Context: an optimization exercise on an open-source flow, tuned for small area. The choices shown serve that exercise and are no tape-out recipe.
Function was checked by simulation only, so behaviour that the tests miss may differ from the original.

delta:
// cordic_top
module cordic_top (
    input  logic               i_clk,
    input  logic               i_reset,
    input  logic               i_valid,
    input  logic signed [31:0] i_x,
    input  logic signed [31:0] i_y,
    input  logic signed [31:0] i_angle,
    output logic               o_valid,
    output logic signed [31:0] o_x,
    output logic signed [31:0] o_y
);
Size: ~12000 cells after synthesis, ~1300 flip-flops, roughly 160 I/O pins, ~100000 µm² of cells after synthesis.
clock: 6.0 ns
lec_check: 0
cap_margin: 20
core_margin: 2
core_utilization: 45
cts_buf_list: sky130_fd_sc_hd__clkbuf_8
gpl_timing_driven: 0
slew_margin: 20
run.sh (not shown) runs the stock make flow with config.mk's settings and CLKGATE_MAP_FILE= SYNTH_SCRIPT=/design/flow/synth_recipe.tcl, a recipe that flattens the netlist after the stock synthesis.
Looking at the reports, delta completed the entire flow and the layout it produced met the timing, DRC and antenna checks.
Inputs modified between delta and indigo:
--- a/flow/design.v
+++ b/flow/design.v
@@ -674,46 +674,50 @@
     logic signed [30:0] y_r21;
     logic [0:0] cx_r21;
     logic [0:0] cy_r21;
     logic [0:0] flip_r21;
     logic [0:0] ex_r21;
     logic [0:0] q1_r21;
     logic v_r21;
-    logic pax, pbx;
-    assign pax = cx_r21 ^ flip_r21;
-    assign pbx = ~flip_r21;
-    logic pay, pby;
-    assign pay = cy_r21 ^ q1_r21;
-    assign pby = ~q1_r21;
     logic signed [30:0] g6x, gt6x, gs6x;
     assign gs6x = x_r21 >>> 11;
     assign gt6x = ~gs6x & {31{~ex_r21}};
-    assign g6x = 31'(add_x(32'(x_r21), 32'(gt6x), ~cx_r21 & ~ex_r21, pax));
+    assign g6x = 31'(add_c(32'(x_r21), 32'(gt6x), ~cx_r21 & ~ex_r21));
     logic signed [30:0] g6y, gt6y, gs6y;
     assign gs6y = y_r21 >>> 11;
     assign gt6y = ~gs6y & {31{~ex_r21}};
-    assign g6y = 31'(add_x(32'(y_r21), 32'(gt6y), ~cy_r21 & ~ex_r21, pay));
+    assign g6y = 31'(add_c(32'(y_r21), 32'(gt6y), ~cy_r21 & ~ex_r21));
+    logic pax, pbx;
+    assign pax = cx_r21 ^ flip_r21;
+    assign pbx = ex_r21 ? ~flip_r21 : ~(cx_r21 ^ flip_r21);
+    logic pay, pby;
+    assign pay = cy_r21 ^ q1_r21;
+    assign pby = ex_r21 ? ~q1_r21 : ~(cy_r21 ^ q1_r21);
     logic signed [30:0] x_r22;
     logic signed [30:0] y_r22;
     logic [0:0] cx_r22;
     logic [0:0] cy_r22;
+    logic [0:0] pax_r22;
     logic [0:0] pbx_r22;
+    logic [0:0] pay_r22;
     logic [0:0] pby_r22;
     logic [0:0] flip_r22;
     logic [0:0] ex_r22;
     logic [0:0] q1_r22;
     logic v_r22;
-    logic signed [30:0] fbx, fx, fsx;
+    logic signed [30:0] fax, fbx, fx, fsx;
     assign fsx = x_r22 >>> 14;
-    assign fbx = ex_r22 ? {31{pbx_r22}} : ~fsx;
-    assign fx = 31'(add_f(32'(x_r22), 32'(fbx), 1'b1));
-    logic signed [30:0] fby, fy, fsy;
+    assign fax = x_r22 ^ {31{pax_r22}};
+    assign fbx = (fsx & {31{~ex_r22}}) ^ {31{pbx_r22}};
+    assign fx = 31'(add_f(32'(fax), 32'(fbx), 1'b1));
+    logic signed [30:0] fay, fby, fy, fsy;
     assign fsy = y_r22 >>> 14;
-    assign fby = ex_r22 ? {31{pby_r22}} : ~fsy;
-    assign fy = 31'(add_f(32'(y_r22), 32'(fby), 1'b1));
+    assign fay = y_r22 ^ {31{pay_r22}};
+    assign fby = (fsy & {31{~ex_r22}}) ^ {31{pby_r22}};
+    assign fy = 31'(add_f(32'(fay), 32'(fby), 1'b1));
     assign o_x = {fx[30], fx};
     assign o_y = {fy[30], fy};
     assign o_valid = v_r22;
     always_ff @(posedge i_clk) begin
         x_r1 <= xm2;
         y_r1 <= ym2;
         z_r1 <= z3;
@@ -863,15 +867,17 @@
         flip_r21 <= flip_r20;
         ex_r21 <= ex_r20;
         q1_r21 <= q1_r20;
         x_r22 <= g6x;
         y_r22 <= g6y;
         cx_r22 <= cx_r21;
         cy_r22 <= cy_r21;
+        pax_r22 <= pax;
         pbx_r22 <= pbx;
+        pay_r22 <= pay;
         pby_r22 <= pby;
         flip_r22 <= flip_r21;
         ex_r22 <= ex_r21;
         q1_r22 <= q1_r21;
     end
     always_ff @(posedge i_clk or negedge i_reset) begin
         if (!i_reset) begin
## What came out
- indigo completed end to end with timing, DRC and antenna clean.
- Between indigo and delta, the post-layout instance area does not differ in any meaningful way.
- Compared with delta, in indigo final-stage net count dropped 56; met3 layer usage reported by global route flat; flip-flop and latch count essentially unchanged.
- Sort delta and indigo by post-route minimum period, ascending, and indigo comes first.
- Final wirelength (higher): delta
- indigo vs delta on critical path data arrival time: indigo is the lower one.

========
Setup of job 101:
cordic_top, a different RTL version from the one above (not shown whole).
For scale: ~1,300 flip-flops, roughly 100,000 um^2 of cells after synthesis.
Settings: LEC_CHECK=0, CAP_MARGIN=20, CORE_MARGIN=2, CORE_UTILIZATION=45, CTS_BUF_LIST=sky130_fd_sc_hd__clkbuf_8, GPL_TIMING_DRIVEN=0, SLEW_MARGIN=20; clock period 6.0 ns.
Job 101: no failed stages, no open violations at the end
Input-level comparison between job 104 and job 101:
diff --git a/flow/design.v b/flow/design.v
--- a/flow/design.v
+++ b/flow/design.v
@@ -667,44 +667,48 @@
     logic [0:0] cx_r21;
     logic [0:0] cy_r21;
     logic [0:0] flip_r21;
     logic [0:0] ex_r21;
     logic [0:0] q1_r21;
     logic v_r21;
-    logic pax, pbx;
-    assign pax = cx_r21 ^ flip_r21;
-    assign pbx = ~flip_r21;
-    logic pay, pby;
-    assign pay = cy_r21 ^ q1_r21;
-    assign pby = ~q1_r21;
     logic signed [30:0] g6x, gt6x, gs6x;
     assign gs6x = x_r21 >>> 11;
     assign gt6x = ~gs6x & {31{~ex_r21}};
-    assign g6x = 31'(add_x(32'(x_r21), 32'(gt6x), ~cx_r21 & ~ex_r21, pax));
+    assign g6x = 31'(add_c(32'(x_r21), 32'(gt6x), ~cx_r21 & ~ex_r21));
     logic signed [30:0] g6y, gt6y, gs6y;
     assign gs6y = y_r21 >>> 11;
     assign gt6y = ~gs6y & {31{~ex_r21}};
-    assign g6y = 31'(add_x(32'(y_r21), 32'(gt6y), ~cy_r21 & ~ex_r21, pay));
+    assign g6y = 31'(add_c(32'(y_r21), 32'(gt6y), ~cy_r21 & ~ex_r21));
+    logic pax, pbx;
+    assign pax = cx_r21 ^ flip_r21;
+    assign pbx = ex_r21 ? ~flip_r21 : ~(cx_r21 ^ flip_r21);
+    logic pay, pby;
+    assign pay = cy_r21 ^ q1_r21;
+    assign pby = ex_r21 ? ~q1_r21 : ~(cy_r21 ^ q1_r21);
     logic signed [30:0] x_r22;
     logic signed [30:0] y_r22;
     logic [0:0] cx_r22;
     logic [0:0] cy_r22;
+    logic [0:0] pax_r22;
     logic [0:0] pbx_r22;
+    logic [0:0] pay_r22;
     logic [0:0] pby_r22;
     logic [0:0] flip_r22;
     logic [0:0] ex_r22;
     logic [0:0] q1_r22;
     logic v_r22;
-    logic signed [30:0] fbx, fx, fsx;
+    logic signed [30:0] fax, fbx, fx, fsx;
     assign fsx = x_r22 >>> 14;
-    assign fbx = ex_r22 ? {31{pbx_r22}} : ~fsx;
-    assign fx = 31'(add_f(32'(x_r22), 32'(fbx), 1'b1));
-    logic signed [30:0] fby, fy, fsy;
+    assign fax = x_r22 ^ {31{pax_r22}};
+    assign fbx = (fsx & {31{~ex_r22}}) ^ {31{pbx_r22}};
+    assign fx = 31'(add_f(32'(fax), 32'(fbx), 1'b1));
+    logic signed [30:0] fay, fby, fy, fsy;
     assign fsy = y_r22 >>> 14;
-    assign fby = ex_r22 ? {31{pby_r22}} : ~fsy;
-    assign fy = 31'(add_f(32'(y_r22), 32'(fby), 1'b1));
+    assign fay = y_r22 ^ {31{pay_r22}};
+    assign fby = (fsy & {31{~ex_r22}}) ^ {31{pby_r22}};
+    assign fy = 31'(add_f(32'(fay), 32'(fby), 1'b1));
     assign o_x = {fx[30], fx};
     assign o_y = {fy[30], fy};
     assign o_valid = v_r22;
     always_ff @(posedge i_clk) begin
         x_r1 <= xm2;
         y_r1 <= ym2;
@@ -849,13 +853,15 @@
         ex_r21 <= ex_r20;
         q1_r21 <= q1_r20;
         x_r22 <= g6x;
         y_r22 <= g6y;
         cx_r22 <= cx_r21;
         cy_r22 <= cy_r21;
+        pax_r22 <= pax;
         pbx_r22 <= pbx;
+        pay_r22 <= pay;
         pby_r22 <= pby;
         flip_r22 <= flip_r21;
         ex_r22 <= ex_r21;
         q1_r22 <= q1_r21;
     end
     always_ff @(posedge i_clk or negedge i_reset) begin
### Flow results
Job 104 ran in full, but the layout does not pass; the checks complain about setup timing. Worst setup slack | job 104 below job 101. In the reports for job 104 and job 101, the smaller placeable core region belongs to job 101. [compare] base=job 101 new=job 104: sequential share of layout area was more or less identical; maximum frequency went down 3.2%; detailed-route via count increased by 244 relative to the old numbers. Run comparison: job 101 library cell contributing the largest single delay on the critical path sky130_fd_sc_hd__fa_2; job 104 library cell contributing the largest single delay on the critical path sky130_fd_sc_hd__or4_4.

## port drivers added, routing unchanged
How much do the figures lean on ideal ports? The routed layouts below were timed once more, with nothing changed but the port constraints. Step 1 assumes that a clkbuf_16 drives the clock port and a buf_2 every other input. Step 2 times the ports against the registers' clock, not the clock port: input delays grow and output delays shrink by t, the midpoint of the rising clock arrivals with the driver on. a / b / c = no drivers / after step 1 / after step 2; a / b = the first two.
| run | t, ns | setup slack, ns | hold slack, ns |
|---|---|---|---|
| delta | 1.074 | 0.042 / -0.048 / -0.814 | 0.314 / 0.314 / 0.314 |
| indigo | 1.072 | 0.153 / 0.069 / -0.772 | 0.297 / 0.297 / 0.297 |
| job 101 | 1.087 | 0.123 / 0.123 / -0.762 | 0.321 / 0.321 / 0.321 |
| job 104 | 1.050 | -0.074 / -0.160 / -0.702 | 0.318 / 0.318 / 0.318 |
With both steps, setup timing fails in delta, indigo and job 101, where it was met with ideal ports. The setup slack of indigo, which loses most, moves by -0.084 ns with the drivers and by -0.925 ns with both steps.
